Context: an optimization exercise on an open-source flow, tuned for small area, a short achievable clock period and few clock cycles per item. The choices shown serve that exercise and are no tape-out recipe. Where RTL was checked, it was by simulation tests only, not by an equivalence proof against the original. Function not checked in run 1: the RTL went through the layout flow alone. Power is estimated from default activity; no workload was simulated.

File: run.sh
#!/bin/bash
# synth_recipe.tcl (not shown) runs the flow's synth.tcl, then flattens the netlist and writes it again
# the make line also repeats each setting of config.mk as NAME=value (left out here)
make -C /OpenROAD-flow-scripts/flow DESIGN_CONFIG=/design/flow/config.mk WORK_HOME=/design/flow/orfs CLKGATE_MAP_FILE= SYNTH_SCRIPT=/design/flow/synth_recipe.tcl finish
File: config.mk
export PLATFORM = sky130hd
export DESIGN_NAME = instr_mem_ctrl
export DESIGN_NICKNAME = instr_mem_ctrl
export VERILOG_FILES = /design/flow/design.v
export SDC_FILE = /design/flow/constraint.sdc
export NUM_CORES = 4
export LEC_CHECK = 0
export CAP_MARGIN = 20
export CORE_MARGIN = 2
export CORE_UTILIZATION = 70
export CTS_CLUSTER_DIAMETER = 100
export CTS_CLUSTER_SIZE = 30
export SETUP_SLACK_MARGIN = 2.1
export SLEW_MARGIN = 20
export TNS_END_PERCENT = 100
File: constraint.sdc
create_clock -name core_clock -period 4.0 [get_ports {i_clk}]
set_input_delay 0.8000 -clock core_clock [delete_from_list [all_inputs] [get_ports {i_clk}]]
set_output_delay 0.8000 -clock core_clock [all_outputs]
set_load 0.01 [all_outputs]
File: design.v
package instr_mem_pkg;
  typedef enum logic {
    CLEAR = 1'b0,
    RUN   = 1'b1
  } state_t;
  localparam int FAULT_W        = 2;
  localparam int FAULT_MISALIGN = 0;
  localparam int FAULT_RANGE    = 1;
endpackage
module instr_mem_array #(
  parameter int XLEN   = 32,
  parameter int DEPTH  = 64,
  parameter int GROUPS = 2
) (
  input  logic                   i_clk,
  input  logic [DEPTH-1:0]       i_we_row,
  input  logic [XLEN-1:0]        i_wdata,
  input  logic [DEPTH-1:0]       i_rsel,
  output logic [GROUPS*XLEN-1:0] o_rdata    
);
  localparam int ROWS = DEPTH / GROUPS;
  logic [XLEN-1:0] r_mem [DEPTH];
  always_ff @(posedge i_clk) begin
    for (int i = 0; i < DEPTH; i++) begin
      if (i_we_row[i]) begin
        r_mem[i] <= i_wdata;
      end
    end
  end
  always_comb begin
    for (int g = 0; g < GROUPS; g++) begin
      o_rdata[g*XLEN +: XLEN] = '0;
      for (int i = 0; i < ROWS; i++) begin
        o_rdata[g*XLEN +: XLEN] = o_rdata[g*XLEN +: XLEN]
                                | (r_mem[g*ROWS + i] & {XLEN{i_rsel[g*ROWS + i]}});
      end
    end
  end
endmodule
module instr_mem_ctrl #(
  parameter int XLEN   = 32,
  parameter int DEPTH  = 64,
  parameter int ADDR_W = 32,
  localparam int IDX_W = $clog2(DEPTH)
) (
  input  logic               i_clk,
  input  logic               i_rst,
  input  logic               i_clear,
  output logic               o_busy,
  input  logic               i_req_valid,
  output logic               o_req_ready,
  input  logic [ADDR_W-1:0]  i_req_addr,
  output logic               o_rsp_valid,
  input  logic               i_rsp_ready,
  output logic [XLEN-1:0]    o_rsp_instr,
  output logic [instr_mem_pkg::FAULT_W-1:0] o_rsp_fault,
  input  logic               i_wr_en,
  input  logic [ADDR_W-1:0]  i_wr_addr,
  input  logic [XLEN-1:0]    i_wr_data
);
  localparam int RSP_W  = XLEN + instr_mem_pkg::FAULT_W;
  localparam int FN     = 4;           
  localparam int GROUPS = 2;           
  logic                 r_busy;
  logic                 r_run;
  logic                 r_ready;       
  logic                 r_stall;       
  logic [FN-1:0]        r_inflight;    
  logic [DEPTH-1:0]     r_we_row;
  logic [XLEN-1:0]      r_wdata;
  logic                 r_sel_valid;
  logic [DEPTH-1:0]     r_rsel;
  logic [instr_mem_pkg::FAULT_W-1:0] r_sel_fault;
  logic                 r_rd_valid;
  logic [instr_mem_pkg::FAULT_W-1:0] r_rd_fault;
  logic [GROUPS*XLEN-1:0] r_rd;
  logic                 r_out_valid;
  logic                 r_out_empty;
  logic [RSP_W-1:0]     r_out;
  logic [RSP_W-1:0]     r_fifo [FN];
  logic [1:0]           r_head;
  logic [1:0]           r_tail;
  logic [FN-1:1]        r_fifo_cnt;    
  logic [FN-1:0]        w_fifo_cnt;
  logic                 w_req_misalign;
  logic                 w_req_range;
  logic                 w_wr_range;
  logic                 w_wr_go;
  logic                 w_clear_go;
  logic                 w_start;
  logic                 w_busy_next;
  logic                 w_req_fire;
  logic                 w_rsp_fire;
  logic [1:0]           w_head_next;
  logic [FN-1:0]        w_fifo_left;   
  logic [FN-1:0]        w_fifo_cnt_next;
  logic [FN-1:0]        w_inflight_next;
  logic                 w_unused;
  logic [GROUPS*XLEN-1:0] w_rdata;
  logic [XLEN-1:0]      w_rd_word;
  logic [RSP_W-1:0]     w_rd;
  assign w_req_misalign = |i_req_addr[1:0];
  assign w_req_range    = |i_req_addr[ADDR_W-1:IDX_W+2];
  assign w_wr_range     = |i_wr_addr[ADDR_W-1:IDX_W+2];
  assign w_unused       = ^i_wr_addr[1:0];
  assign w_clear_go  = r_run && i_clear;
  assign w_start     = i_rst || w_clear_go;
  assign w_busy_next = w_start || (!r_run && !r_we_row[DEPTH-1]);
  assign w_wr_go     = i_wr_en && !w_wr_range && r_run && !i_clear && !i_rst;
  always_ff @(posedge i_clk) begin
    r_busy <= w_busy_next;
    r_run  <= !w_busy_next;
    for (int i = 0; i < DEPTH; i++) begin
      r_we_row[i] <= (w_wr_go && (i_wr_addr[IDX_W+1:2] == IDX_W'(i)))
                   || ((i == 0) ? w_start : (!r_run && !i_rst && r_we_row[(i + DEPTH - 1) % DEPTH]));
    end
    r_wdata <= w_busy_next ? '0 : i_wr_data;
  end
  assign w_req_fire = i_req_valid && !r_stall;
  assign w_rsp_fire = !r_out_empty && i_rsp_ready;
  always_ff @(posedge i_clk) begin
    r_sel_valid <= w_req_fire && !w_start;
    r_sel_fault <= {w_req_range, w_req_misalign};
    for (int i = 0; i < DEPTH; i++) begin
      r_rsel[i] <= (i_req_addr[IDX_W+1:2] == IDX_W'(i)) && !w_req_misalign && !w_req_range;
    end
    r_rd_valid <= r_sel_valid && !w_start;
    r_rd_fault <= r_sel_fault;
    r_rd       <= w_rdata;
  end
  instr_mem_array #(
    .XLEN   (XLEN),
    .DEPTH  (DEPTH),
    .GROUPS (GROUPS)
  ) u_array (
    .i_clk    (i_clk),
    .i_we_row (r_we_row),
    .i_wdata  (r_wdata),
    .i_rsel   (r_rsel),
    .o_rdata  (w_rdata)
  );
  always_comb begin
    w_rd_word = '0;
    for (int g = 0; g < GROUPS; g++) begin
      w_rd_word = w_rd_word | r_rd[g*XLEN +: XLEN];
    end
  end
  assign w_rd = {r_rd_fault, w_rd_word};
  assign w_fifo_cnt      = {r_fifo_cnt, !r_out_empty};
  assign w_head_next     = r_head + 2'(w_rsp_fire);
  assign w_fifo_left     = w_rsp_fire ? (w_fifo_cnt >> 1) : w_fifo_cnt;
  assign w_fifo_cnt_next = r_rd_valid ? {w_fifo_left[FN-2:0], 1'b1} : w_fifo_left;
  always_comb begin
    w_inflight_next = r_inflight;
    if (w_req_fire && !w_rsp_fire) w_inflight_next = {r_inflight[FN-2:0], 1'b1};
    if (!w_req_fire && w_rsp_fire) w_inflight_next = r_inflight >> 1;
  end
  always_ff @(posedge i_clk) begin
    if (w_start) begin
      r_out_valid <= 1'b0;
      r_out_empty <= 1'b1;
      r_head      <= '0;
      r_tail      <= '0;
      r_fifo_cnt  <= '0;
      r_inflight  <= '0;
      r_ready     <= 1'b0;
      r_stall     <= 1'b1;
    end else begin
      r_out_valid <= w_fifo_cnt_next[0];
      r_out_empty <= !w_fifo_cnt_next[0];
      r_head      <= w_head_next;
      if (r_rd_valid) r_tail <= r_tail + 1'b1;
      r_fifo_cnt  <= w_fifo_cnt_next[FN-1:1];
      r_inflight  <= w_inflight_next;
      r_ready     <= !w_busy_next && !w_inflight_next[FN-1];
      r_stall     <= w_busy_next || w_inflight_next[FN-1];
    end
  end
  always_ff @(posedge i_clk) begin
    r_out <= w_fifo_left[0] ? r_fifo[w_head_next] : w_rd;
    for (int k = 0; k < FN; k++) begin
      if (r_rd_valid && r_tail == 2'(k)) begin
        r_fifo[k] <= w_rd;
      end
    end
  end
  assign o_busy      = r_busy;
  assign o_req_ready = r_ready;
  assign o_rsp_valid = r_out_valid;
  assign o_rsp_fault = r_out[XLEN +: instr_mem_pkg::FAULT_W];
  assign o_rsp_instr = r_out[XLEN-1:0];
endmodule
==> results.ini, run 1 <==
[run_status]
outcome = no timing/DRC/antenna violations

[floorplanning]
fp-row-count = 127
core_region_area_um2 = 120300
initial_utilization_pct = 70.77
dieArea_um2 = 124400
dieHeight_um = 352.7
boundaryPins = 139
die_w_um = 352.7

[route]
drtIter0Drc = 10784
vias = 49713
ant_nets = 0
drc_errors = 0
dr.pass1.iters = 8
wl_mm = 269.4
viasPerCell = 7.849
wl_per_cell_um = 42.53

[pwr]
p_int_mw = 32.14
vdd_drop_max_uv = 419.3
p_switching_mw = 7.551
p_clk_share_pct = 30.0
p_per_area_nw_per_um2 = 426.4
swShare_pct = 19.02
seqPwrFrac_pct = 69.5
leakagePower_nw = 31.59
pwr-share-comb_pct = 0.5

[clocking]
numCtsBuffers = 92
clk_path_buf_depth = 3
cts_sinks = 2465
worstSkewPairLatency_ps = 760
clkTransAtPathRegs_ps = 110
cts-root-buf = clkbuf_16
htree_levels = 3
cts_tree = built
postCtsHoldBufs = 0

[timing]
fin_worst_skew_ps = 37.52
finalCritPeriodShare_pct = 52.66
slew_headroom_pct = 15.28
rsz0062_at_grt = yes
finalCriticalPeriod_ps = 2107
tightest_slew_ps = 1271
finalMaxSlewViolations = 0
finalSetupTns_ps = 0
fmaxAchievable_mhz = 474.7
setup_violations = 0
hold_viol = 0

[finish]
seq_area_um2 = 71640
drive_above_1_share_pct = 14.32
finish.net_count = 4752
area_growth_pct = 9.348
layout.cells.non_filler = 6334
multiInputGateArea_um2 = 13260
n_fill_cell = 6580

[place]
place.gp.congestion = 0.8612
io_buffers = 136
placedCellCount = 6093
dp_hpwl_mm = 140.2

[synthesis]
async_flop_share_pct = 0
ys.flop_type = edfxtp_1
yosys-top-cells-area = edfxtp_1, a22oi_1, dfxtp_1, nand4_1, clkbuf_1
syn_area_per_cell_um2 = 19.20
synth_edf_count = 2184
ys_ff_latch = 2465
seq_area_frac_synth_pct = 83.65
synthesis.instances = 4433
synth_nets = 4542
synth_top_area_share_pct = 77.04
yosysTopAreaCell = edfxtp_1
ys.warnings.count = 4
synth_cell_type_count = 39
synth_area_um2 = 85130

[setup_path]
cp-end-kind = flop
startpoint_type = input pin
reg2reg_from = r_out_empty$_SDFF_PP1_
crit_required_ps = 4620
crit_type = input pin to flop
reg2reg_depth = 9
arrival_ps = 2730
crit_start = i_rsp_ready
critPathMaxFanout = 6

[min_path]
hold_depth = 0
min_from = r_sel_fault[0]$_DFF_P_
min-delay-path-class = flop to flop

[grt]
grt_pass1_vias = 46313
overflow = 0
antenna_found_initial = 6
grtUsageTotal_pct = 42.90
grt_start_max_net_pins = 65
grt_pass1_wl_mm = 362.8

[flow_run]
maxCapViolCount = 0

==> critical path, stage by stage <==
cell	delay (ps)
dlygate4sd2_1	290
nand2b_4	110
inv_6	40
ha_4	160
xnor2_4	150
buf_12	160
buf_6	110
buf_12	120
mux4_2	510
mux2_4	270
==> registers in the layout, summed over array words and instances, names as in the netlist <==
register	flops
r_fifo	136
r_rd_valid	1
r_rsel	64
r_out	34
r_run	1
r_inflight	4
r_tail	2
r_head	2
r_out_valid	1
r_we_row	64
r_rd	64
r_ready	1
r_sel_valid	1
r_busy	1
u_array.r_mem	2048
r_stall	1
r_out_empty	1
r_sel_fault	2
r_fifo_cnt	3
r_rd_fault	2
r_wdata	32
==> final cells by class <==
type	count	area share [%]
Antenna cell	1	0.002688
Clock buffer	165	2.790
Clock inverter	7	0.08871
Inverter	9	0.04167
Multi-Input combinational cell	1737	14.25
Sequential cell	2465	76.96
Tap cell	1612	2.167
Timing Repair Buffer	338	3.708
==> cells by family after synthesis <==
logic type,after synthesis,synth area share [%]
DFF,2465,83.65
xor gates and xnor gates,3,0.03087
buffers and inverters,231,1.080
and+or+nand+nor,552,3.932
adders and majority gates,7,0.1029
muxes,72,1.410
AOI/OAI and AO/OA,1103,9.797
==> power groups by stage <==
stage                     registers (mW)  clock network, mW  logic [mW]
after floorplan                     28.2                  0      0.0379
after global placement              28.2                  0       0.191
after detailed placement            28.2                  0       0.193
after CTS                           27.6               11.8       0.194
after global routing                27.6               12.7       0.209
final                               27.6               11.9       0.201
==> through the flow <==
stage	util (%)	setup slack (ps)	instance area [um2]	power, mW	hold slack (ps)
4_1_cts	76.97	1874	92590	39.61	345.5
3_5_place_dp	73.95	526.7	88960	28.40	321.6
5_1_grt	77.38	1835	93080	40.45	350.3
6_report	77.39	1893	93090	39.70	344.6
2_1_floorplan	-	1522	85230	28.23	309.6
3_3_place_gp	73.95	537.8	88960	28.40	314.4
==> cell usage after synthesis, types with 19 or more instances <==
master,number
or2_2,34
or4_1,66
and2_1,39
mux4_2,31
dfxtp_1,281
nand2_1,19
a22o_1,54
mux2_2,34
a22oi_1,1024
edfxtp_1,2184
clkbuf_1,215
nor2_1,87
nand4_1,259
==> cell usage in the layout (no fill, tap or decap), types with 7 or more instances in the layout <==
master	netlist	layout
nand2b_1	8	7
or2_2	34	34
a22oi_1	1024	1023
buf_12	0	20
and2_1	39	35
nand4_1	259	259
dfxtp_4	0	76
nand2_1	19	18
dfxtp_1	281	92
inv_6	0	7
mux2_4	0	30
nor2_1	87	85
nor3_1	7	7
buf_6	7	66
inv_1	9	7
a22o_2	9	8
or4_4	1	11
clkdlybuf4s50_1	0	92
edfxtp_1	2184	2184
a21oi_1	9	8
a22o_1	54	54
or4_1	66	56
clkbuf_16	0	96
buf_2	0	9
mux4_2	31	34
buf_4	0	131
clkbuf_1	215	72
dfxtp_2	0	113
==> per-layer routing <==
layer  global-route usage, %  vias up  part of all wire (%)
met5                   1.509        -                  0.11
met4                   18.35        6                   5.0
met3                   14.69      743                    19
met2                   62.14     5172                    44
met1                   60.49    24905                    33
li1                        -    18887                     -
==> repair_timing <==
item / 4_1_cts / 5_1_grt
gates resized for setup: 313 / 54
setup endpoints to repair: 332 / 242
pin swaps: 10 / 7
gates cloned: 2 / 3
buffers inserted: 48 / 15
==> final timing paths <==
check | endpoint | slack (ps)
worst max-delay path | r_out[11]$_DFF_P_ | 1890
worst min-delay path | r_rd_fault[0]$_DFF_P_ | 340
worst max register to register | r_out[11]$_DFF_P_ | 1900
worst min register to register | r_rd_fault[0]$_DFF_P_ | 340
==> inputs of run 2 (changes only) <==
--- a/design.v
+++ b/design.v
@@ -101,2 +101,4 @@
   logic [RSP_W-1:0]     w_rd;
+  logic [RSP_W-1:0]     w_out_keep;    
+  logic [RSP_W-1:0]     w_out_next;    
   assign w_req_misalign = |i_req_addr[1:0];
@@ -178,4 +180,6 @@
   end
+  assign w_out_keep = w_fifo_cnt[0] ? r_fifo[r_head] : w_rd;
+  assign w_out_next = w_fifo_cnt[1] ? r_fifo[r_head + 2'd1] : w_rd;
   always_ff @(posedge i_clk) begin
-    r_out <= w_fifo_left[0] ? r_fifo[w_head_next] : w_rd;
+    r_out <= i_rsp_ready ? w_out_next : w_out_keep;
     for (int k = 0; k < FN; k++) begin
--- a/config.mk
+++ b/config.mk
@@ -12,3 +12,3 @@
 export CTS_CLUSTER_SIZE = 30
-export SETUP_SLACK_MARGIN = 2.1
+export SETUP_SLACK_MARGIN = 2.0
 export SLEW_MARGIN = 20
==> results.ini, run 2 <==
[place]
dpl_cell_area_um2 = 90300
dp_hpwl_mm = 140.5
placedCellCount = 6254
io_buffers = 136
place.gp.congestion = 0.8335

[grt]
overflow = 0
grtUsageTotal_pct = 41.70
grt_pass1_wl_mm = 358.6
grt_pass1_vias = 46646
antenna_found_initial = 5
grt_start_max_net_pins = 71

[synthesis]
synth_top_area_share_pct = 75.75
synth_nets = 4706
synth_area_um2 = 86580
seq_area_frac_synth_pct = 82.25
yosys-top-cells-count = edfxtp_1, a22oi_1, dfxtp_1
synth_cell_type_count = 41
ys.flop_type = edfxtp_1
ys_ff_latch = 2465
yosys-top-cells-area = edfxtp_1, a22oi_1, dfxtp_1, nand4_1, mux4_2
yosysMostFrequentCell = edfxtp_1
syn_area_per_cell_um2 = 18.83
ys.warnings.count = 4
async_flop_share_pct = 0
yosysTopAreaCell = edfxtp_1
synthesis.instances = 4597
synth_edf_count = 2184

[timing]
finalMaxSlewViolations = 0
tightest_slew_ps = 1305
setup_violations = 0
timing.hold.ws_ps = 338.8
rsz0062_at_grt = yes
hold_viol = 0
finalCritPeriodShare_pct = 51.13
fmaxAchievable_mhz = 489.0
fin_worst_skew_ps = 41.54
finalCriticalPeriod_ps = 2045
finalSetupTns_ps = 0
slew_headroom_pct = 13.00

[setup_path]
startpoint_type = flop
arrival_ps = 2650
cp-end-kind = flop
crit_required_ps = 4600
crit_type = flop to flop
critPathMaxFanout = 18

[pwr]
p_per_area_nw_per_um2 = 425.8
leakagePower_nw = 31.24
vdd_drop_max_uv = 415.7

[clocking]
clk_path_buf_depth = 3
numCtsBuffers = 92
cts-root-buf = clkbuf_16
postCtsHoldBufs = 0
htree_levels = 3
cts_tree = built
worstSkewPairLatency_ps = 760
clkTransAtPathRegs_ps = 110
cts_sinks = 2465

[floorplanning]
die_w_um = 355.7
fp-row-count = 129
dieArea_um2 = 126500
initial_utilization_pct = 70.30
dieHeight_um = 355.7
boundaryPins = 139
core_region_area_um2 = 123200

[finish]
top_register = u_array.r_mem
largestRegisters = u_array.r_mem x2048, r_fifo x136
most-common-layout-cells = edfxtp_1, a22oi_1, nand4_1, buf_4, dfxtp_2
design_area_um2 = 93600
area_growth_pct = 8.110
finish.net_count = 4843
largest_reg_flops = 2048
final_common_cell = edfxtp_1
drive_above_1_share_pct = 12.94
layout.cells.non_filler = 6453

[flow_run]
maxCapViolCount = 0

[min_path]
min-delay-path-class = flop to flop

[route]
ant_nets = 0
wl_mm = 265.5
drc_errors = 0
wl_per_cell_um = 41.15
vias = 50240
dr.pass1.iters = 9
viasPerCell = 7.786
drtIter0Drc = 10820

[run_status]
outcome = no timing/DRC/antenna violations

run 2: timing repair:
action	CTS	global route
gates resized for setup	230	32
pin swaps	6	2
setup buffers	13	8
endpoints found under the setup margin	225	117
run 2: path summary, 6_finish.rpt:
path | startpoint | end | slack, ps | cells after the start
worst min register to register | r_sel_fault[0]$_DFF_P_ | r_rd_fault[0]$_DFF_P_ | 340 | 0
worst min-delay path | r_sel_fault[0]$_DFF_P_ | r_rd_fault[0]$_DFF_P_ | 340 | 0
worst max register to register | r_rsel[11]$_DFF_P_ | r_rd[25]$_DFF_P_ | 1950 | 4
worst max-delay path | r_rsel[11]$_DFF_P_ | r_rd[25]$_DFF_P_ | 1950 | 4
run 2: power by group:
group,internal [mW],switching [mW]
clock network,4.60,7.37
logic,0.138,0.149
registers,27.6,0.0484
total,32.3,7.56
run 2: cells by family (layout without fill, tap and decap cells):
| logic type | Yosys count | in the layout | synth area share [%] |
|---|---|---|---|
| buffers and inverters | 259 | 476 | 1.172 |
| XOR/XNOR | 3 | 3 | 0.03035 |
| multiplexers | 106 | 106 | 2.208 |
| AND/OR/NAND/NOR | 585 | 585 | 4.104 |
| AO/OA/AOI/OAI | 1172 | 1172 | 10.14 |
| adder cells (fa/ha/maj) | 7 | 7 | 0.1012 |
| flip-flops | 2465 | 2465 | 82.25 |
| other | 0 | 2 | 0 |
run 2: final cells by class:
type                    count  area (um2)
diodes                      2       5.005
clock buffers             169        2655
clock inverters             5       80.08
fillers                  6956       29550
inverters                  10       37.54
multi-input cells        1873       14470
flip-flops and latches   2465       71610
well taps                1637        2048
repair buffers            292        2694
run 2: worst max-delay path, cell delays in order, from the launching register on:
cell	delay [ps]
dfxtp_2	570
buf_4	380
a22oi_1	220
nand4_1	220
or4_1	510
run 2: routing by layer:
metal / vias to the layer above / part of all wire, % / GRT usage, % / wire [um]
li1: 19404 / - / - / -
met1: 25132 / 33 / 59.89 / 87760
met2: 5004 / 44 / 61.05 / 117100
met3: 692 / 18 / 12.93 / 47910
met4: 8 / 4.8 / 16.35 / 12700
met5: - / 0.026 / 0 / 70
run 2: per-stage QoR:
stage / power (mW) / utilization [%] / worst slack [ps]
3_5_place_dp: 28.50 / 73.32 / 942.7
2_1_floorplan: 28.29 / - / 1700
6_report: 39.85 / 76.01 / 1955
4_1_cts: 39.80 / 75.76 / 1781
3_3_place_gp: 28.50 / 73.32 / 994.0
5_1_grt: 40.67 / 76.00 / 1933
Testbench counts of run 2, summed over its fixed seeds: cycles 24,024, items 24,000.
==> inputs of run 3 (changes only) <==
--- a/config.mk
+++ b/config.mk
@@ -12,3 +12,3 @@
 export CTS_CLUSTER_SIZE = 30
-export SETUP_SLACK_MARGIN = 2.0
+export SETUP_SLACK_MARGIN = 2.1
 export SLEW_MARGIN = 20
==> results.ini, run 3 <==
[setup_path]
critPathMaxFanout = 1
reg2reg_slack_ps = 2020
arrival_ps = 1210
cp_cell_sequence = buf_6
reg2reg_depth = 1
startpoint_type = flop
cp_num_buf_inv = 1
crit_type = flop to primary output
slowest_delay_ps = 380
r2r_end = u_array.r_mem[5][0]$_DFFE_PP_
reg2reg_from = r_we_row[5]$_DFF_P_
crit_required_ps = 3200
cpLargestDelayFamily = flip-flops
cp_slowest_cell = dfxtp_2
cp-end-kind = primary output

[timing]
tightest_slew_ps = 1270
fmaxAchievable_mhz = 497.1
slew_headroom_pct = 15.31
finalCritPeriodShare_pct = 50.29
fin_worst_skew_ps = 51.44
rsz0062_at_grt = yes
finalSetupTns_ps = 0
finalCriticalPeriod_ps = 2012
hold_viol = 0
finalMaxSlewViolations = 0
setup_violations = 0

[synthesis]
syn_area_per_cell_um2 = 18.83
ys.warnings.count = 4
ys.flop_type = edfxtp_1
ys_ff_latch = 2465
synth_top_area_share_pct = 75.75
seq_area_frac_synth_pct = 82.25
yosys-top-cells-area = edfxtp_1, a22oi_1, dfxtp_1, nand4_1, mux4_2
synth_nets = 4706
synthesis.instances = 4597
async_flop_share_pct = 0
synth_edf_count = 2184
yosysMostFrequentCell = edfxtp_1
yosys-top-cells-count = edfxtp_1, a22oi_1, dfxtp_1
synth_area_um2 = 86580
yosysTopAreaCell = edfxtp_1
synth_cell_type_count = 41

[place]
place.gp.congestion = 0.8282
dpl_cell_area_um2 = 90300
io_buffers = 136
dp_hpwl_mm = 141.6

[pwr]
vdd_drop_max_uv = 492.8
swShare_pct = 18.96
p_clk_share_pct = 29.9
p_switching_mw = 7.543
pwr-share-comb_pct = 0.7
leakagePower_nw = 31.55
seqPwrFrac_pct = 69.4
p_int_mw = 32.25
p_per_area_nw_per_um2 = 422.2
power.total_mw = 39.79

[flow_run]
maxCapViolCount = 0

[floorplanning]
boundaryPins = 139
die_w_um = 355.7
core_region_area_um2 = 123200
dieHeight_um = 355.7
dieArea_um2 = 126500
fp-row-count = 129
initial_utilization_pct = 70.30

[min_path]
min_from = r_sel_fault[0]$_DFF_P_
min_to = r_rd_fault[0]$_DFF_P_
min-delay-path-class = flop to flop
hold_depth = 0

[route]
wl_per_cell_um = 41.68
viasPerCell = 7.841
dr.pass1.iters = 8
vias = 50972
wl_mm = 271.0
drc_errors = 0
drtIter0Drc = 11064
ant_nets = 0

[finish]
drive_above_1_share_pct = 13.79
final_common_cell = edfxtp_1
design_area_um2 = 94240
top_register = u_array.r_mem
area_growth_pct = 8.846
largest_reg_flops = 2048
most-common-layout-cells = edfxtp_1, a22oi_1, nand4_1, buf_4, dfxtp_2
finish.net_count = 4882
largestRegisters = u_array.r_mem x2048, r_fifo x136
utilization_pct = 76.52
n_fill_cell = 6816

[grt]
grt_start_max_net_pins = 71
grt_pass1_vias = 47474
antenna_found_initial = 9
grt_pass1_wl_mm = 366.1
grtUsageTotal_pct = 42.70
overflow = 0

[run_status]
outcome = no timing/DRC/antenna violations

[clocking]
cts_tree = built
clkTransAtPathRegs_ps = 110
clk_path_buf_depth = 3
cts-root-buf = clkbuf_16
numCtsBuffers = 92
htree_levels = 3
worstSkewPairLatency_ps = 760
cts_sinks = 2465

## run 3: cell families after synthesis
kind of cell             synth area share [%]
buffers and inverters                   1.172
XOR/XNOR                              0.03035
AND/OR/NAND/NOR                         4.104
flip-flops                              82.25
AO/OA/AOI/OAI                           10.14
adder cells (fa/ha/maj)                0.1012
multiplexers                            2.208
## run 3: worst max path at each step
stage | from | cells past startpoint | end | slack, ps
finish | r_ready$_SDFF_PP0_ | 1 | o_req_ready | 1990
CTS | r_ready$_SDFF_PP0_ | 1 | o_req_ready | 1790
global placement | i_rst | 5 | r_we_row[21]$_DFF_P_ | 1020
floorplan | i_wr_addr[29] | 5 | r_we_row[1]$_DFF_P_ | 1700
global route | r_busy$_DFF_P_ | 1 | o_busy | 1960
detailed placement | i_rst | 5 | r_we_row[43]$_DFF_P_ | 990
## run 3: cell type report
cell class                      count  area (um2)  area share (%)
Timing Repair Buffer              331        3257           3.456
Tap cell                         1637        2048           2.173
Multi-Input combinational cell   1873       14530           15.41
Inverter                           10       37.54         0.03983
Clock inverter                      6       81.33         0.08630
Antenna cell                       11       27.53         0.02921
Clock buffer                      168        2630           2.791
Sequential cell                  2465       71630           76.01
## run 3: per-stage QoR
stage | setup slack, ps | hold slack [ps] | std cells
floorplan | 1700 | 309.6 | 4597
global placement | 1025 | 313.5 | 6255
detailed placement | 993.2 | 312.1 | 6255
CTS | 1790 | 339.1 | 6461
global route | 1962 | 358.7 | 6495
finish | 1988 | 339.0 | 6501
## run 3: what timing repair did
| action | 4_1_cts | 5_1_grt |
|---|---|---|
| buffers inserted | 31 | 28 |
| gates resized for setup | 259 | 63 |
| gates cloned | 1 | 1 |
| hold buffers | 0 | 0 |
| setup endpoints to repair | 292 | 300 |
| pin swaps | 9 | 6 |
## run 3: per-layer routing
layer | wire length, um | track usage [%] | vias to the layer above
li1 | - | - | 19506
met4 | 13390 | 17.22 | 16
met5 | 344 | 1.283 | -
met1 | 89370 | 60.58 | 25636
met2 | 119700 | 62.68 | 5092
met3 | 48230 | 13.54 | 722
## run 3: power by group through the flow
stage          combinational (mW)  sequential, mW  clock (mW)
2_1_floorplan              0.0653            28.2           0
3_3_place_gp                0.268            28.2           0
3_5_place_dp                0.271            28.2           0
4_1_cts                     0.263            27.6        11.9
5_1_grt                     0.289            27.6        12.7
6_report                    0.273            27.6        11.9
==> inputs of run 4 (changes only) <==
--- a/design.v
+++ b/design.v
@@ -80,3 +80,3 @@
   logic [RSP_W-1:0]     r_fifo [FN];
-  logic [1:0]           r_head;
+  logic [FN-1:0]        r_head;        
   logic [1:0]           r_tail;
@@ -93,3 +93,3 @@
   logic                 w_rsp_fire;
-  logic [1:0]           w_head_next;
+  logic [FN-1:0]        w_head_next;
   logic [FN-1:0]        w_fifo_left;   
@@ -101,4 +101,5 @@
   logic [RSP_W-1:0]     w_rd;
-  logic [RSP_W-1:0]     w_out_keep;    
-  logic [RSP_W-1:0]     w_out_next;    
+  logic [FN-1:0]        w_out_sel;     
+  logic                 w_out_fifo;    
+  logic [RSP_W-1:0]     w_out_entry;
   assign w_req_misalign = |i_req_addr[1:0];
@@ -151,3 +152,3 @@
   assign w_fifo_cnt      = {r_fifo_cnt, !r_out_empty};
-  assign w_head_next     = r_head + 2'(w_rsp_fire);
+  assign w_head_next     = w_rsp_fire ? {r_head[FN-2:0], r_head[FN-1]} : r_head;
   assign w_fifo_left     = w_rsp_fire ? (w_fifo_cnt >> 1) : w_fifo_cnt;
@@ -163,3 +164,3 @@
       r_out_empty <= 1'b1;
-      r_head      <= '0;
+      r_head      <= FN'(1);
       r_tail      <= '0;
@@ -180,6 +181,12 @@
   end
-  assign w_out_keep = w_fifo_cnt[0] ? r_fifo[r_head] : w_rd;
-  assign w_out_next = w_fifo_cnt[1] ? r_fifo[r_head + 2'd1] : w_rd;
-  always_ff @(posedge i_clk) begin
-    r_out <= i_rsp_ready ? w_out_next : w_out_keep;
+  assign w_out_sel  = i_rsp_ready ? {r_head[FN-2:0], r_head[FN-1]} : r_head;
+  assign w_out_fifo = i_rsp_ready ? w_fifo_cnt[1] : w_fifo_cnt[0];
+  always_comb begin
+    w_out_entry = '0;
+    for (int k = 0; k < FN; k++) begin
+      w_out_entry = w_out_entry | (r_fifo[k] & {RSP_W{w_out_sel[k]}});
+    end
+  end
+  always_ff @(posedge i_clk) begin
+    r_out <= w_out_fifo ? w_out_entry : w_rd;
     for (int k = 0; k < FN; k++) begin
--- a/config.mk
+++ b/config.mk
@@ -9,3 +9,3 @@
 export CORE_MARGIN = 2
-export CORE_UTILIZATION = 70
+export CORE_UTILIZATION = 78
 export CTS_CLUSTER_DIAMETER = 100
==> results.ini, run 4 <==
[synthesis]
synth_nets = 4638
seq_area_frac_synth_pct = 83.86
ys.warnings.count = 4
ys.flop_type = edfxtp_1
yosys-top-cells-count = edfxtp_1, a22oi_1, dfxtp_1
yosysMostFrequentCell = edfxtp_1
synth_top_area_share_pct = 77.19
ys_ff_latch = 2467
syn_area_per_cell_um2 = 18.76
synth_area_um2 = 84960
async_flop_share_pct = 0
synth_cell_type_count = 45
yosysTopAreaCell = edfxtp_1
synthesis.instances = 4530
synth_edf_count = 2184
yosys-top-cells-area = edfxtp_1, a22oi_1, dfxtp_1, nand4_1, clkbuf_1

[floorplanning]
initial_utilization_pct = 78.38
core_region_area_um2 = 108400
boundaryPins = 139
die_w_um = 334.0
dieArea_um2 = 111600
fp-row-count = 121
dieHeight_um = 334.0

[pwr]
p_per_area_nw_per_um2 = 429.8
p_int_mw = 32.32
swShare_pct = 18.61
leakagePower_nw = 31.48
vdd_drop_max_uv = 566.5
p_switching_mw = 7.390
seqPwrFrac_pct = 69.5
power.total_mw = 39.71
p_clk_share_pct = 29.9
pwr-share-comb_pct = 0.6

[setup_path]
crit_required_ps = 3200
cp_cell_sequence = buf_6
critPathMaxFanout = 1
cp-end-kind = primary output
cp_slowest_cell = dfxtp_2
crit_type = flop to primary output
startpoint_type = flop
arrival_ps = 1210
reg2reg_from = r_we_row[46]$_DFF_P_
crit_start = r_busy$_DFF_P_
cp_num_buf_inv = 1
cpLargestDelayFamily = flip-flops
slowest_delay_ps = 350

[route]
drtIter0Drc = 12156
wl_per_cell_um = 42.79
dr.pass1.iters = 10
viasPerCell = 8.217
wl_mm = 265.7
ant_nets = 0
vias = 51018
drc_errors = 0

[grt]
grtUsageTotal_pct = 47.30
overflow = 0
antenna_found_initial = 13
grt_start_max_net_pins = 65
grt_pass1_vias = 47707
grt_pass1_wl_mm = 356.9

[clocking]
postCtsHoldBufs = 0
numCtsBuffers = 92
cts-root-buf = clkbuf_16
cts_sinks = 2467
htree_levels = 3
worstSkewPairLatency_ps = 740
clk_path_buf_depth = 3
clkTransAtPathRegs_ps = 120
cts_tree = built

[finish]
area_growth_pct = 8.751
drive_above_1_share_pct = 12.46
finish.net_count = 4822
final_common_cell = edfxtp_1
most-common-layout-cells = edfxtp_1, a22oi_1, nand4_1, dfxtp_2
top_register = u_array.r_mem
utilization_pct = 85.24
largest_reg_flops = 2048
largestRegisters = u_array.r_mem x2048, r_fifo x136

[min_path]
min_from = r_sel_fault[1]$_DFF_P_
min-delay-path-class = flop to flop

[timing]
finalCriticalPeriod_ps = 2011
timing.hold.ws_ps = 338.7
rsz0062_at_grt = yes
setup_violations = 0
tightest_slew_ps = 1329
fin_worst_skew_ps = 28.73
finalCritPeriodShare_pct = 50.28
hold_viol = 0
slew_headroom_pct = 11.43
finalSetupTns_ps = 0
finalMaxSlewViolations = 0
fmaxAchievable_mhz = 497.2

[place]
place.gp.congestion = 0.8441
io_buffers = 136
dp_hpwl_mm = 135.0

[flow_run]
maxCapViolCount = 0

[run_status]
outcome = no timing/DRC/antenna violations

[run 4: cell types whose count changed after synthesis, sizes merged, moves of 4 or more]
| cell | previous run | this run |
|---|---|---|
| a31oi | 0 | 34 |
| nor2 | 87 | 121 |
| a22oi | 1058 | 1092 |
| buf | 16 | 9 |
| mux2i | 38 | 3 |
| mux2 | 0 | 4 |
| clkbuf | 233 | 224 |
| mux4 | 68 | 0 |
| a21oi | 42 | 11 |
| nand2 | 19 | 29 |
| nand2b | 42 | 8 |
[run 4: cell type report]
class | count | area [um2]
flip-flops and latches | 2467 | 71640
fillers | 4709 | 16000
multi-input cells | 1822 | 12960
repair buffers | 321 | 3243
clock buffers | 169 | 2698
well taps | 1414 | 1769
inverters | 10 | 42.54
clock inverters | 1 | 30.03
diodes | 5 | 12.51
[run 4: worst paths after layout]
path	endpoint	slack, ps	depth (start not counted)
max	o_busy	1990	1
min	r_rd_fault[1]$_DFF_P_	340	0
max reg2reg	u_array.r_mem[46][16]$_DFFE_PP_	2030	1
min reg2reg	r_rd_fault[1]$_DFF_P_	340	0
[run 4: power groups by stage]
stage / clock network (mW) / logic (mW) / registers, mW
after global placement: 0 / 0.234 / 28.2
after detailed placement: 0 / 0.238 / 28.2
after global routing: 12.5 / 0.262 / 27.6
after CTS: 11.7 / 0.239 / 27.6
after floorplan: 0 / 0.0697 / 28.2
final: 11.9 / 0.255 / 27.6
[run 4: metrics by stage]
stage                     setup WS (ps)  instances  cell area (um2)
after floorplan                    1700       4530            85060
after global routing               1978       6207            92390
final                              1989       6209            92390
after global placement            883.6       5969            88400
after CTS                          1799       6170            91700
after detailed placement          807.2       5970            88430
[run 4: cells by family (layout without fill, tap and decap cells)]
group                    after synthesis  in the layout  synth area share, %
flip-flops                          2467           2467                83.86
AO/OA/AOI/OAI                       1210           1212                10.71
AND/OR/NAND/NOR                      595            595                4.124
buffers and inverters                243            501                1.110
multiplexers                           7              7              0.08836
adder cells (fa/ha/maj)                6              6              0.08836
XOR/XNOR                               2              2              0.02062
other                                  0              5                    0
[run 4: per-layer routing]
| metal | wire [um] | part of all wire [%] | vias to the layer above | global-route usage (%) |
|---|---|---|---|---|
| li1 | - | - | 19203 | - |
| met1 | 78560 | 30 | 24839 | 63.76 |
| met2 | 117500 | 44 | 5971 | 69.05 |
| met3 | 53460 | 20 | 993 | 18.36 |
| met4 | 16090 | 6.1 | 12 | 23.18 |
| met5 | 149 | 0.056 | - | 0 |
[run 4: timing repair]
action	in CTS	in global routing
setup endpoints to repair	290	183
gates resized for setup	263	64
pin swaps	13	5
setup buffers	28	28
cloned	2	3
Testbench counts of run 4, summed over its fixed seeds: cycles 24,024, items 24,000.
==> inputs of run 5 (changes only) <==
--- a/config.mk
+++ b/config.mk
@@ -9,3 +9,3 @@
 export CORE_MARGIN = 2
-export CORE_UTILIZATION = 78
+export CORE_UTILIZATION = 70
 export CTS_CLUSTER_DIAMETER = 100
@@ -14,2 +14,2 @@
 export SLEW_MARGIN = 20
-export TNS_END_PERCENT = 100
+export TNS_END_PERCENT = 30
==> results.ini, run 5 <==
[run_status]
outcome = no timing/DRC/antenna violations

[timing]
tightest_slew_ps = 1315
fmaxAchievable_mhz = 482.8
hold_viol = 0
setup_violations = 0
fin_worst_skew_ps = 30.49
timing.hold.ws_ps = 340.8
finalSetupTns_ps = 0
rsz0062_at_grt = yes
finalCriticalPeriod_ps = 2071
finalMaxSlewViolations = 0
slew_headroom_pct = 12.34
finalCritPeriodShare_pct = 51.78

[finish]
area_growth_pct = 8.745
n_fill_cell = 6713
design_area_um2 = 92390
finish.net_count = 4805
multiInputGateArea_um2 = 12890
top_register = u_array.r_mem
utilization_pct = 76.91
final_common_cell = edfxtp_1
seq_area_um2 = 71670
largestRegisters = u_array.r_mem x2048, r_fifo x136
most-common-layout-cells = edfxtp_1, a22oi_1, nand4_1, nor2_1, buf_4
layout.cells.non_filler = 6392
drive_above_1_share_pct = 12.10
largest_reg_flops = 2048

[clocking]
cts-root-buf = clkbuf_16
clkTransAtPathRegs_ps = 110
worstSkewPairLatency_ps = 740
cts_tree = built
cts_sinks = 2467
htree_levels = 3
clk_path_buf_depth = 3
numCtsBuffers = 92

[grt]
grt_pass1_wl_mm = 357.7
grt_util_met3_pct = 12.94
grt_start_max_net_pins = 65
use_met1_pct = 59.89
grt-busiest-layer = met2
antenna_found_initial = 10
overflow = 0
met2_usage_pct = 62.04
grt_pass1_vias = 45922
grtUsageTotal_pct = 42.15

[route]
drc_errors = 0
dr.pass1.iters = 9
wl_mm = 264.5
viasPerCell = 7.737
ant_nets = 0
vias = 49454
wl_per_cell_um = 41.37
drtIter0Drc = 10677

[synthesis]
synth_edf_count = 2184
ys_ff_latch = 2467
yosysMostFrequentCell = edfxtp_1
synth_area_um2 = 84960
synthesis.instances = 4530
yosysTopAreaCell = edfxtp_1
yosys-top-cells-area = edfxtp_1, a22oi_1, dfxtp_1, nand4_1, clkbuf_1
ys.flop_type = edfxtp_1
ys.warnings.count = 4
synth_top_area_share_pct = 77.19
yosys-top-cells-count = edfxtp_1, a22oi_1, dfxtp_1
synth_nets = 4638
seq_area_frac_synth_pct = 83.86
syn_area_per_cell_um2 = 18.76
synth_cell_type_count = 45
async_flop_share_pct = 0

[pwr]
vdd_drop_max_uv = 443.2
leakagePower_nw = 31.38
p_per_area_nw_per_um2 = 430.4

[place]
place.gp.congestion = 0.8501
dpl_cell_area_um2 = 88730
io_buffers = 136
placedCellCount = 6181
dp_hpwl_mm = 138.0

[floorplanning]
core_region_area_um2 = 120100
dieHeight_um = 352.4
dieArea_um2 = 124200
fp-row-count = 127
die_w_um = 352.4
boundaryPins = 139
initial_utilization_pct = 70.72

[setup_path]
arrival_ps = 2630
cp_num_buf_inv = 1
crit_required_ps = 4560
cpLargestDelayFamily = simple AND/OR/NAND/NOR gates
crit_type = flop to flop
cp_slowest_cell = or4_1
slowest_delay_ps = 710
cp-end-kind = flop
startpoint_type = flop
cp_cell_sequence = buf_4 -> a22oi_1 -> nand4_1 -> or4_1
critPathMaxFanout = 12

[flow_run]
maxCapViolCount = 0

[min_path]
min-delay-path-class = flop to flop

-- run 5: timing repair --
action                                  4_1_cts  5_1_grt
cloned                                        1        1
pin swaps                                     4        3
endpoints found under the setup margin      222      281
setup buffers                                14       17
gates resized for setup                     235       74
hold buffers                                  0        0
-- run 5: final cells by class --
class	count	area share (%)
tap	1612	2.183
sequential	2467	77.57
clock buffer	171	2.928
clock inverter	1	0.03250
timing repair buffer	305	3.268
antenna	5	0.01354
inverter	10	0.04604
multi-input combinational	1821	13.96
-- run 5: cells by family after synthesis --
kind of cell             Yosys count  share of synthesized area [%]
buffers and inverters            243                          1.110
XOR/XNOR                           2                        0.02062
AO/OA/AOI/OAI                   1210                          10.71
adder cells (fa/ha/maj)            6                        0.08836
flip-flops                      2467                          83.86
multiplexers                       7                        0.08836
AND/OR/NAND/NOR                  595                          4.124
-- run 5: final timing paths --
path | startpoint | to | slack (ps) | depth (start not counted)
worst max-delay path | r_rsel[44]$_DFF_P_ | r_rd[42]$_DFF_P_ | 1930 | 4
worst min-delay path | r_sel_fault[0]$_DFF_P_ | r_rd_fault[0]$_DFF_P_ | 340 | 0
worst max register to register | r_rsel[44]$_DFF_P_ | r_rd[42]$_DFF_P_ | 1930 | 4
worst min register to register | r_sel_fault[0]$_DFF_P_ | r_rd_fault[0]$_DFF_P_ | 340 | 0
-- run 5: through the flow --
step                worst slack [ps]  power, mW
floorplan                       1700      28.28
global placement               901.8      28.46
detailed placement             886.2      28.46
CTS                             1944      39.69
global route                    1957      40.47
finish                          1929      39.76
-- run 5: routing by layer --
metal	up-vias	part of all wire, %
met5	-	0.025
met4	10	5.1
met3	663	18
met2	4852	44
met1	24751	33
li1	19178	-
-- run 5: power by group --
group / switching, mW / internal [mW] / leakage, nW
combinational: 0.134 / 0.115 / 5.25
sequential: 0.0387 / 27.6 / 24.8
clock: 7.27 / 4.66 / 1.29
==> inputs of run 6 (changes only) <==
--- a/config.mk
+++ b/config.mk
@@ -14,2 +14,2 @@
 export SLEW_MARGIN = 20
-export TNS_END_PERCENT = 30
+export TNS_END_PERCENT = 100
==> results.ini, run 6 <==
[setup_path]
cp_num_buf_inv = 1
reg2reg_slack_ps = 2040
slowest_delay_ps = 370
reg2reg_from = r_we_row[60]$_DFF_P_
r2r_end = u_array.r_mem[60][0]$_DFFE_PP_
crit_required_ps = 3200
cp_slowest_cell = dfxtp_2
reg2reg_depth = 1
cp_cell_sequence = buf_6
arrival_ps = 1210
cp-end-kind = primary output
startpoint_type = flop
crit_type = flop to primary output
critPathMaxFanout = 1
cpLargestDelayFamily = flip-flops

[clocking]
clkTransAtPathRegs_ps = 110
worstSkewPairLatency_ps = 750
numCtsBuffers = 92
cts_tree = built
clk_path_buf_depth = 3
cts-root-buf = clkbuf_16
htree_levels = 3
cts_sinks = 2467

[synthesis]
yosys-top-cells-area = edfxtp_1, a22oi_1, dfxtp_1, nand4_1, clkbuf_1
yosys-top-cells-count = edfxtp_1, a22oi_1, dfxtp_1
synth_top_area_share_pct = 77.19
synth_cell_type_count = 45
async_flop_share_pct = 0
seq_area_frac_synth_pct = 83.86
yosysMostFrequentCell = edfxtp_1
ys_ff_latch = 2467
yosysTopAreaCell = edfxtp_1
synthesis.instances = 4530
ys.warnings.count = 4
synth_edf_count = 2184
ys.flop_type = edfxtp_1
syn_area_per_cell_um2 = 18.76
synth_nets = 4638
synth_area_um2 = 84960

[route]
wl_mm = 270.7
wl_per_cell_um = 42.13
drc_errors = 0
dr.pass1.iters = 6
vias = 50166
drtIter0Drc = 11158
ant_nets = 0
viasPerCell = 7.807

[place]
place.gp.congestion = 0.8309
io_buffers = 136
dp_hpwl_mm = 139.2

[min_path]
min-delay-path-class = flop to flop
min_to = r_rd_fault[0]$_DFF_P_
hold_depth = 0
min_from = r_sel_fault[0]$_DFF_P_

[finish]
largestRegisters = u_array.r_mem x2048, r_fifo x136
finish.net_count = 4844
largest_reg_flops = 2048
most-common-layout-cells = edfxtp_1, a22oi_1, nand4_1, buf_4, nor2_1
final_common_cell = edfxtp_1
drive_above_1_share_pct = 13.03
area_growth_pct = 9.279
top_register = u_array.r_mem

[timing]
finalCritPeriodShare_pct = 50.23
hold_viol = 0
finalMaxSlewViolations = 0
setup_violations = 0
finalCriticalPeriod_ps = 2009
rsz0062_at_grt = yes
fmaxAchievable_mhz = 497.7
slew_headroom_pct = 17.90
tightest_slew_ps = 1232
finalSetupTns_ps = 0
timing.hold.ws_ps = 347.4
fin_worst_skew_ps = 48.85

[grt]
use_met1_pct = 58.75
grt_pass1_vias = 46893
grt_pass1_wl_mm = 364.1
grtUsageTotal_pct = 43.10
met2_usage_pct = 64.27
grt_start_max_net_pins = 65
overflow = 0
antenna_found_initial = 18
grt_util_met3_pct = 13.01
grt-busiest-layer = met2

[floorplanning]
core_region_area_um2 = 120100
die_w_um = 352.4
fp-row-count = 127
boundaryPins = 139
dieHeight_um = 352.4
dieArea_um2 = 124200
initial_utilization_pct = 70.72

[flow_run]
maxCapViolCount = 0

[pwr]
vdd_drop_max_uv = 395.3
leakagePower_nw = 31.60
p_per_area_nw_per_um2 = 427.4

[run_status]
outcome = no timing/DRC/antenna violations

## run 6: cell types whose count changed in the layout (fill, tap and decap cells not counted), moves of 5 or more
cell,before,now
or4_1,55,49
dlygate4sd2_1,0,5
buf_4,119,140
or4_4,12,18
buf_6,60,65
buf_12,10,16
## run 6: area by class of cell
type / count / area, um2
Sequential cell: 2467 / 71680
Antenna cell: 3 / 7.507
Fill cell: 6704 / 27290
Clock inverter: 2 / 38.79
Multi-Input combinational cell: 1821 / 12980
Timing Repair Buffer: 344 / 3433
Clock buffer: 167 / 2648
Tap cell: 1612 / 2017
Inverter: 10 / 42.54
## run 6: logic make-up after synthesis
group | synth area share [%]
AO/OA/AOI/OAI | 10.71
XOR/XNOR | 0.02062
adder cells (fa/ha/maj) | 0.08836
buffers and inverters | 1.110
flip-flops | 83.86
multiplexers | 0.08836
AND/OR/NAND/NOR | 4.124
## run 6: worst max path at each step
stage	start	to	slack, ps	cells after the start
final	r_busy$_DFF_P_	o_busy	1990	1
after global routing	r_out[2]$_DFF_P_	o_rsp_instr[2]	1970	1
after CTS	r_out[2]$_DFF_P_	o_rsp_instr[2]	1780	1
after detailed placement	i_req_addr[24]	r_rsel[58]$_DFF_P_	880	5
after global placement	i_req_addr[21]	r_rsel[51]$_DFF_P_	940	5
after floorplan	i_wr_addr[29]	r_we_row[1]$_DFF_P_	1700	5
## run 6: metrics by stage
step | worst slack [ps] | utilization (%) | instances | area [um2] | total power [mW]
final | 1991 | 77.29 | 6426 | 92840 | 39.68
after global routing | 1966 | 77.28 | 6423 | 92840 | 40.44
after CTS | 1781 | 76.71 | 6381 | 92160 | 39.61
after detailed placement | 884.0 | 73.86 | 6175 | 88730 | 28.46
after global placement | 939.4 | 73.84 | 6174 | 88700 | 28.46
after floorplan | 1700 | - | 4530 | 85060 | 28.28
## run 6: metal layers
layer | part of all wire, % | up-vias
li1 | - | 19238
met1 | 32 | 24893
met3 | 18 | 985
met5 | 0.030 | -
met2 | 44 | 5036
met4 | 6.3 | 14
## run 6: power by group
part | internal (mW) | switching (mW)
combinational | 0.114 | 0.138
clock | 4.57 | 7.27
sequential | 27.5 | 0.0382
## run 6: what timing repair did
item / CTS / global route
buffers inserted: 34 / 40
hold buffers: 0 / 0
gates cloned: 3 / 0
pin swaps: 14 / 9
resized for setup: 294 / 59
endpoints found under the setup margin: 306 / 279
==> inputs of run 7 (changes only) <==
--- a/config.mk
+++ b/config.mk
@@ -9,3 +9,3 @@
 export CORE_MARGIN = 2
-export CORE_UTILIZATION = 70
+export CORE_UTILIZATION = 65
 export CTS_CLUSTER_DIAMETER = 100
==> results.ini, run 7 <==
[run_status]
outcome = no timing/DRC/antenna violations

[synthesis]
ys.warnings.count = 4
yosysTopAreaCell = edfxtp_1
ys.flop_type = edfxtp_1
synthesis.instances = 4530
synth_top_area_share_pct = 77.19
yosys-top-cells-count = edfxtp_1, a22oi_1, dfxtp_1
yosysMostFrequentCell = edfxtp_1
synth_nets = 4638
ys_ff_latch = 2467
synth_area_um2 = 84960
seq_area_frac_synth_pct = 83.86
async_flop_share_pct = 0
syn_area_per_cell_um2 = 18.76
yosys-top-cells-area = edfxtp_1, a22oi_1, dfxtp_1, nand4_1, clkbuf_1
synth_edf_count = 2184
synth_cell_type_count = 45

[pwr]
swShare_pct = 19.00
p_switching_mw = 7.563
power.total_mw = 39.80
leakagePower_nw = 31.56
seqPwrFrac_pct = 69.3
p_clk_share_pct = 30.1
p_int_mw = 32.24
pwr-share-comb_pct = 0.6
vdd_drop_max_uv = 383.3
p_per_area_nw_per_um2 = 427.9

[finish]
largestRegisters = u_array.r_mem x2048, r_fifo x136
top_register = u_array.r_mem
largest_reg_flops = 2048
area_growth_pct = 9.483
utilization_pct = 71.74
final_common_cell = edfxtp_1
drive_above_1_share_pct = 12.82
most-common-layout-cells = edfxtp_1, a22oi_1, nand4_1, nor2_1, buf_4
n_fill_cell = 8029
finish.net_count = 4833

[flow_run]
maxCapViolCount = 0

[floorplanning]
die_w_um = 365.5
dieArea_um2 = 133600
initial_utilization_pct = 65.53
boundaryPins = 139
fp-row-count = 132
dieHeight_um = 365.5
core_region_area_um2 = 129600

[timing]
tightest_slew_ps = 1260
fin_worst_skew_ps = 27.85
finalCriticalPeriod_ps = 2026
hold_viol = 0
fmaxAchievable_mhz = 493.6
rsz0062_at_grt = yes
setup_violations = 0
finalMaxSlewViolations = 0
finalSetupTns_ps = 0
slew_headroom_pct = 16.01
timing.hold.ws_ps = 345.5
finalCritPeriodShare_pct = 50.65

[setup_path]
critPathMaxFanout = 1
slowest_delay_ps = 380
startpoint_type = flop
cp-end-kind = primary output
crit_required_ps = 3200
reg2reg_depth = 1
reg2reg_from = r_we_row[61]$_DFF_P_
cp_slowest_cell = dfxtp_2
cp_num_buf_inv = 1
arrival_ps = 1230
crit_type = flop to primary output
cp_cell_sequence = buf_6
reg2reg_slack_ps = 2030
r2r_end = u_array.r_mem[61][24]$_DFFE_PP_
cpLargestDelayFamily = flip-flops

[grt]
grtUsageTotal_pct = 40.56
overflow = 0
grt_pass1_vias = 45131
antenna_found_initial = 15
grt_start_max_net_pins = 69
grt_pass1_wl_mm = 363.5

[min_path]
hold_depth = 0
min_from = r_sel_fault[1]$_DFF_P_
min-delay-path-class = flop to flop
min_to = r_rd_fault[1]$_DFF_P_

[clocking]
cts_tree = built
numCtsBuffers = 92
cts_sinks = 2467
clkTransAtPathRegs_ps = 110
clk_path_buf_depth = 3
worstSkewPairLatency_ps = 760
htree_levels = 3
cts-root-buf = clkbuf_16
postCtsHoldBufs = 0

[place]
dp_hpwl_mm = 142.9
place.gp.congestion = 0.8278
io_buffers = 136

[route]
vias = 49256
dr.pass1.iters = 6
viasPerCell = 7.525
drc_errors = 0
wl_per_cell_um = 41.34
wl_mm = 270.6
drtIter0Drc = 9407
ant_nets = 0

run 7: layout make-up:
cell class                 instances  area, um2  share of cell area (%)
clock buffer                     166       2644                   2.842
timing repair buffer             334       3463                   3.723
multi-input combinational       1820      12960                   13.94
sequential                      2467      71670                   77.05
antenna                            5      12.51                 0.01345
clock inverter                     2      38.79                 0.04170
inverter                          10      42.54                 0.04573
tap                             1742       2180                   2.343
run 7: per-layer routing:
metal / routed length [um] / GRT usage, % / up-vias
li1: - / - / 19228
met1: 97250 / 59.49 / 25271
met5: 158 / 0 / -
met4: 11020 / 14.64 / 16
met2: 119600 / 59.46 / 4218
met3: 42600 / 11.02 / 523
run 7: through the flow:
step           area [um2]  instances  worst slack, ps
2_1_floorplan       85060       4530             1700
3_3_place_gp        88900       6312            906.4
3_5_place_dp        88930       6313            892.6
4_1_cts             92520       6521             1799
5_1_grt             93000       6541             1951
6_report            93020       6546             1974
run 7: power groups by stage:
| stage | Sequential [mW] | Clock (mW) | Combinational [mW] |
|---|---|---|---|
| final | 27.6 | 12.0 | 0.244 |
| after global routing | 27.6 | 12.8 | 0.258 |
| after CTS | 27.6 | 12.0 | 0.235 |
| after detailed placement | 28.2 | 0 | 0.235 |
| after global placement | 28.2 | 0 | 0.233 |
| after floorplan | 28.2 | 0 | 0.0697 |
run 7: repair_timing:
action | CTS | global route
gates resized for setup | 290 | 67
buffers inserted | 39 | 19
gates cloned | 1 | 0
pin swaps | 9 | 4
endpoints found under the setup margin | 302 | 296
run 7: kinds of logic after synthesis:
logic type / Yosys count / synth area share, %
multiplexers: 7 / 0.08836
flip-flops: 2467 / 83.86
adder cells (fa/ha/maj): 6 / 0.08836
AO/OA/AOI/OAI: 1210 / 10.71
buffers and inverters: 243 / 1.110
XOR/XNOR: 2 / 0.02062
AND/OR/NAND/NOR: 595 / 4.124
run 7: how the worst max path moves through the flow:
| stage | startpoint | to | cells after the start |
|---|---|---|---|
| final | r_out[8]$_DFF_P_ | o_rsp_instr[8] | 1 |
| after CTS | r_out[8]$_DFF_P_ | o_rsp_instr[8] | 1 |
| after global routing | r_out[8]$_DFF_P_ | o_rsp_instr[8] | 1 |
| after floorplan | i_wr_addr[29] | r_we_row[1]$_DFF_P_ | 5 |
| after detailed placement | i_rst | r_stall$_SDFF_PP1_ | 7 |
| after global placement | i_rst | r_stall$_SDFF_PP1_ | 7 |
==> inputs of run 8 (changes only) <==
--- a/config.mk
+++ b/config.mk
@@ -9,6 +9,7 @@
 export CORE_MARGIN = 2
-export CORE_UTILIZATION = 65
+export CORE_UTILIZATION = 70
 export CTS_CLUSTER_DIAMETER = 100
 export CTS_CLUSTER_SIZE = 30
-export SETUP_SLACK_MARGIN = 2.1
+export GPL_TIMING_DRIVEN = 0
+export SETUP_SLACK_MARGIN = 2.15
 export SLEW_MARGIN = 20
==> results.ini, run 8 <==
[synthesis]
ys.warnings.count = 4
ys.flop_type = edfxtp_1
ys_ff_latch = 2467
synth_area_um2 = 84960
seq_area_frac_synth_pct = 83.86
synth_top_area_share_pct = 77.19
synth_edf_count = 2184
syn_area_per_cell_um2 = 18.76
yosys-top-cells-area = edfxtp_1, a22oi_1, dfxtp_1, nand4_1, clkbuf_1
async_flop_share_pct = 0
yosysTopAreaCell = edfxtp_1
yosys-top-cells-count = edfxtp_1, a22oi_1, dfxtp_1
synth_nets = 4638
yosysMostFrequentCell = edfxtp_1
synthesis.instances = 4530
synth_cell_type_count = 45

[setup_path]
startpoint_type = flop
arrival_ps = 3090
cp_cell_sequence = clkbuf_16 -> a22oi_2 -> nand4_1 -> or4_4
crit_type = flop to flop
slowest_delay_ps = 820
crit_required_ps = 4590
cp_slowest_cell = or4_4
critPathMaxFanout = 10
cp-end-kind = flop

[clocking]
htree_levels = 3
cts_tree = built
worstSkewPairLatency_ps = 760
cts-root-buf = clkbuf_16
numCtsBuffers = 92
clkTransAtPathRegs_ps = 110
cts_sinks = 2467
postCtsHoldBufs = 0
clk_path_buf_depth = 3

[route]
wl_met1_mm = 90.78
ant_nets = 0
top_layer_used = met5
dr.pass1.iters = 14
wl_met2_mm = 120.8
vias = 52518
viasPerCell = 7.878
wl_per_cell_um = 43.78
drtIter0Drc = 12449
drc_errors = 0
routed-wl-met3_mm = 61.01
wl_mm = 291.8

[finish]
drive_above_1_share_pct = 20.33
n_fill_cell = 5822
largest_reg_flops = 2048
area_growth_pct = 14.95
design_area_um2 = 97660
top_register = u_array.r_mem
largestRegisters = u_array.r_mem x2048, r_fifo x136
final_common_cell = edfxtp_1
finish.net_count = 5080
most-common-layout-cells = edfxtp_1, a22oi_1, nand4_1, clkbuf_16, a22oi_2

[pwr]
leakagePower_nw = 33.53
power.total_mw = 39.88
vdd_drop_max_uv = 395.8
p_per_area_nw_per_um2 = 408.3

[grt]
grt_pass1_wl_mm = 386.0
grt_pass1_vias = 47910
overflow = 0
antenna_found_initial = 31
grt_start_max_net_pins = 65
grtUsageTotal_pct = 46.23

[timing]
setup_violations = 0
slew_headroom_pct = 35.45
rsz0062_at_grt = yes
finalCritPeriodShare_pct = 62.65
fin_worst_skew_ps = 36.65
tightest_slew_ps = 965.4
finalMaxSlewViolations = 0
hold_viol = 0
fmaxAchievable_mhz = 399.0
timing.hold.ws_ps = 338.8
finalCriticalPeriod_ps = 2506

[floorplanning]
fp-row-count = 127
core_region_area_um2 = 120100
boundaryPins = 139
die_w_um = 352.4
dieArea_um2 = 124200
dieHeight_um = 352.4
initial_utilization_pct = 70.72

[flow_run]
maxCapViolCount = 0

[place]
dp_hpwl_mm = 172.1
dpl_cell_area_um2 = 89970
io_buffers = 135
place.gp.congestion = 0.9424

[min_path]
min-delay-path-class = flop to flop

[run_status]
outcome = no timing/DRC/antenna violations

## run 8: cell counts after synthesis
No cell type changed its count.
## run 8: power breakdown
| group | total, mW | internal [mW] | switching [mW] |
|---|---|---|---|
| logic | 0.227 | 0.108 | 0.120 |
| registers | 27.6 | 27.5 | 0.0514 |
| clock network | 12.1 | 4.63 | 7.46 |
| total | 39.9 | 32.2 | 7.63 |
## run 8: path summary, 6_finish.rpt
kind	startpoint	endpoint	slack, ps	cells after the start
max reg2reg	r_rsel[36]$_DFF_P_	r_rd[44]$_DFF_P_	1490	4
max	r_rsel[36]$_DFF_P_	r_rd[44]$_DFF_P_	1490	4
min reg2reg	r_sel_fault[0]$_DFF_P_	r_rd_fault[0]$_DFF_P_	340	0
min	r_sel_fault[0]$_DFF_P_	r_rd_fault[0]$_DFF_P_	340	0
## run 8: repair_timing
action | 4_1_cts | 5_1_grt
resized for setup | 1008 | 225
pin swaps | 134 | 157
endpoints found under the setup margin | 410 | 227
cloned | 5 | 7
buffers inserted | 101 | 51
## run 8: per-layer routing
metal	vias to the layer above	global-route usage (%)
met2	5973	64.03
li1	19724	-
met1	25669	61.11
met3	1112	23.96
met4	40	21.81
met5	-	0.1538
## run 8: final cells by class
cell class | count | area (um2) | share of cell area [%]
Sequential cell | 2467 | 71790 | 73.50
Multi-Input combinational cell | 1820 | 13900 | 14.23
Timing Repair Buffer | 348 | 4074 | 4.171
Tap cell | 1612 | 2017 | 2.065
Clock buffer | 162 | 2671 | 2.735
Buffer | 233 | 3107 | 3.181
Antenna cell | 13 | 32.53 | 0.03331
Clock inverter | 1 | 30.03 | 0.03075
Inverter | 10 | 50.05 | 0.05124
## run 8: cells by family (layout without fill, tap and decap cells)
group | count (synthesis) | in the layout | synth area share, %
AND/OR/NAND/NOR | 595 | 595 | 4.124
adder cells (fa/ha/maj) | 6 | 6 | 0.08836
other | 0 | 13 | 0
multiplexers | 7 | 7 | 0.08836
buffers and inverters | 243 | 754 | 1.110
flip-flops | 2467 | 2467 | 83.86
AO/OA/AOI/OAI | 1210 | 1210 | 10.71
XOR/XNOR | 2 | 2 | 0.02062
## run 8: per-stage QoR
stage | instances | worst slack (ps) | TNS, ps | util [%]
6_report | 6666 | 1494 | 0 | 81.30
5_1_grt | 6660 | 1588 | 0 | 81.29
4_1_cts | 6595 | 1637 | 0 | 80.25
3_5_place_dp | 6326 | 860.8 | 0 | 74.89
3_3_place_gp | 6277 | -402.2 | -10490 | 73.63
2_1_floorplan | 4530 | 1700 | 0 | -
## run 8: worst max-delay path: cells and delay by family, from the launching register on
family	cells	cell delay, ps
buffers and inverters	1	180
AND/OR/NAND/NOR	2	1590
flip-flops	1	390
AO/OA/AOI/OAI	1	170
==> inputs of run 9 (changes only) <==
--- a/config.mk
+++ b/config.mk
@@ -12,3 +12,2 @@
 export CTS_CLUSTER_SIZE = 30
-export GPL_TIMING_DRIVEN = 0
 export SETUP_SLACK_MARGIN = 2.15
==> results.ini, run 9 <==
[run_status]
outcome = no timing/DRC/antenna violations

[timing]
finalMaxSlewViolations = 0
fin_worst_skew_ps = 29.70
setup_violations = 0
setup_ws_ps = 2009
finalCritPeriodShare_pct = 49.77
tightest_slew_ps = 1239
fmaxAchievable_mhz = 502.3
finalCriticalPeriod_ps = 1991
hold_viol = 0
rsz0062_at_grt = yes
slew_headroom_pct = 17.41
finalSetupTns_ps = 0

[finish]
largestRegisters = u_array.r_mem x2048, r_fifo x136
multiInputGateArea_um2 = 12990
finish.net_count = 4835
seq_area_um2 = 71700
top_register = u_array.r_mem
layout.cells.non_filler = 6426
most-common-layout-cells = edfxtp_1, a22oi_1, nand4_1, nor2_1, buf_4
final_common_cell = edfxtp_1
drive_above_1_share_pct = 12.83
n_fill_cell = 6623
area_growth_pct = 9.471
largest_reg_flops = 2048
design_area_um2 = 93010

[flow_run]
maxCapViolCount = 0

[place]
place_ws_ps = 777.4
dp_hpwl_mm = 140.6
dpl_cell_area_um2 = 88750
io_buffers = 136
place.gp.congestion = 0.8486
placedCellCount = 6176

[synthesis]
yosysMostFrequentCell = edfxtp_1
syn_area_per_cell_um2 = 18.76
synth_top_area_share_pct = 77.19
async_flop_share_pct = 0
ys_ff_latch = 2467
synth_cell_type_count = 45
synth_nets = 4638
synth_area_um2 = 84960
yosys-top-cells-count = edfxtp_1, a22oi_1, dfxtp_1
synth_edf_count = 2184
seq_area_frac_synth_pct = 83.86
ys.warnings.count = 4
yosysTopAreaCell = edfxtp_1
synthesis.instances = 4530
yosys-top-cells-area = edfxtp_1, a22oi_1, dfxtp_1, nand4_1, clkbuf_1
ys.flop_type = edfxtp_1

[clocking]
cts-root-buf = clkbuf_16
cts_sinks = 2467
clkTransAtPathRegs_ps = 110
clk_path_buf_depth = 3
worstSkewPairLatency_ps = 740
htree_levels = 3
cts_tree = built
numCtsBuffers = 92

[setup_path]
crit_type = flop to primary output
cp-end-kind = primary output
slowest_delay_ps = 340
cp_num_buf_inv = 1
cp_cell_sequence = buf_6
cpLargestDelayFamily = flip-flops
cp_slowest_cell = dfxtp_2
critPathMaxFanout = 1
reg2reg_depth = 1
reg2reg_from = r_we_row[62]$_DFF_P_
arrival_ps = 1190
crit_required_ps = 3200
reg2reg_slack_ps = 2050
startpoint_type = flop
r2r_end = u_array.r_mem[62][18]$_DFFE_PP_

[route]
vias = 50530
drtIter0Drc = 11351
ant_nets = 0
drc_errors = 0
wl_per_cell_um = 41.86
dr.pass1.iters = 8
viasPerCell = 7.863
wl_mm = 269.0

[grt]
grt_start_max_net_pins = 69
grtUsageTotal_pct = 42.74
grt_pass1_vias = 46542
grt_pass1_wl_mm = 362.0
overflow = 0
antenna_found_initial = 9

[floorplanning]
core_region_area_um2 = 120100
die_w_um = 352.4
boundaryPins = 139
initial_utilization_pct = 70.72
fp-row-count = 127
dieHeight_um = 352.4
dieArea_um2 = 124200

[pwr]
p_clk_share_pct = 30.1
swShare_pct = 18.87
seqPwrFrac_pct = 69.2
pwr-share-comb_pct = 0.7
leakagePower_nw = 31.61
vdd_drop_max_uv = 443.4
p_per_area_nw_per_um2 = 428.2
p_switching_mw = 7.516
p_int_mw = 32.31

[min_path]
hold_depth = 0
min_to = r_rd_fault[0]$_DFF_P_
min_from = r_sel_fault[0]$_DFF_P_
min-delay-path-class = flop to flop

[run 9: changes by cell type in the layout (fill, tap and decap cells not counted), moves of 46 or more]
cell,delta
dfxtp_4,-46
a22oi_1,+130
clkbuf_16,-55
a22oi_2,-130
clkbuf_8,-68
dfxtp_2,+65
[run 9: metrics by stage]
stage,hold slack [ps],total power [mW],util [%]
after floorplan,309.6,28.28,-
after global placement,312.4,28.47,73.83
after detailed placement,317.8,28.47,73.87
after CTS,344.4,39.72,76.96
after global routing,355.0,40.55,77.40
final,342.1,39.83,77.42
[run 9: what timing repair did]
| action | in CTS | in global routing |
|---|---|---|
| cloned | 3 | 0 |
| pin swaps | 12 | 6 |
| endpoints found under the setup margin | 447 | 367 |
| resized for setup | 312 | 69 |
| hold buffers | 0 | 0 |
| setup buffers | 44 | 21 |
[run 9: cell families (layout without fill, tap and decap cells)]
kind of cell    Yosys count  count (layout)  synth area share [%]
fa+ha+maj                 6               6               0.08836
mux                       7               7               0.08836
xor+xnor                  2               2               0.02062
flops                  2467            2467                 83.86
compound gates         1210            1210                 10.71
simple gates            595             595                 4.124
other cells               0              11                     0
buf+inv                 243             516                 1.110
[run 9: how the worst max path moves through the flow]
stage	start	end	slack, ps	cells past startpoint
floorplan	i_wr_addr[29]	r_we_row[1]$_DFF_P_	1700	5
global placement	i_req_addr[9]	r_rsel[63]$_DFF_P_	850	5
detailed placement	i_req_addr[9]	r_rsel[28]$_DFF_P_	780	5
CTS	r_out[6]$_DFF_P_	o_rsp_instr[6]	1960	1
global route	r_out[6]$_DFF_P_	o_rsp_instr[6]	1960	1
finish	r_busy$_DFF_P_	o_busy	2010	1
[run 9: final cells by class]
type                            instances  share of cell area [%]
Antenna cell                           11                 0.02960
Sequential cell                      2467                   77.09
Timing Repair Buffer                  336                   3.760
Inverter                               10                 0.05381
Tap cell                             1612                   2.169
Multi-Input combinational cell       1820                   13.97
Clock buffer                          169                   2.900
Clock inverter                          1                 0.03229
[run 9: layer usage]
metal  wire [um]  global-route usage (%)  vias up
li1            -                       -    19250
met1       87880                   60.36    25307
met2      117400                   61.76     5209
met3       50100                   15.22      754
met4       13550                   17.48       10
met5          73                       0        -
[run 9: power by group through the flow]
stage | sequential (mW) | combinational, mW | clock, mW
2_1_floorplan | 28.2 | 0.0709 | 0
3_3_place_gp | 28.2 | 0.250 | 0
3_5_place_dp | 28.2 | 0.253 | 0
4_1_cts | 27.6 | 0.255 | 11.9
5_1_grt | 27.6 | 0.279 | 12.7
6_report | 27.6 | 0.269 | 12.0

Check on run 9: ideal ports give 2.009 ns setup slack; a clkbuf_16 on the clock port and buf_2 on the inputs give 1.923 ns; moving port delays by the midpoint clock arrival (0.815 ns) as well gives 1.376 ns.
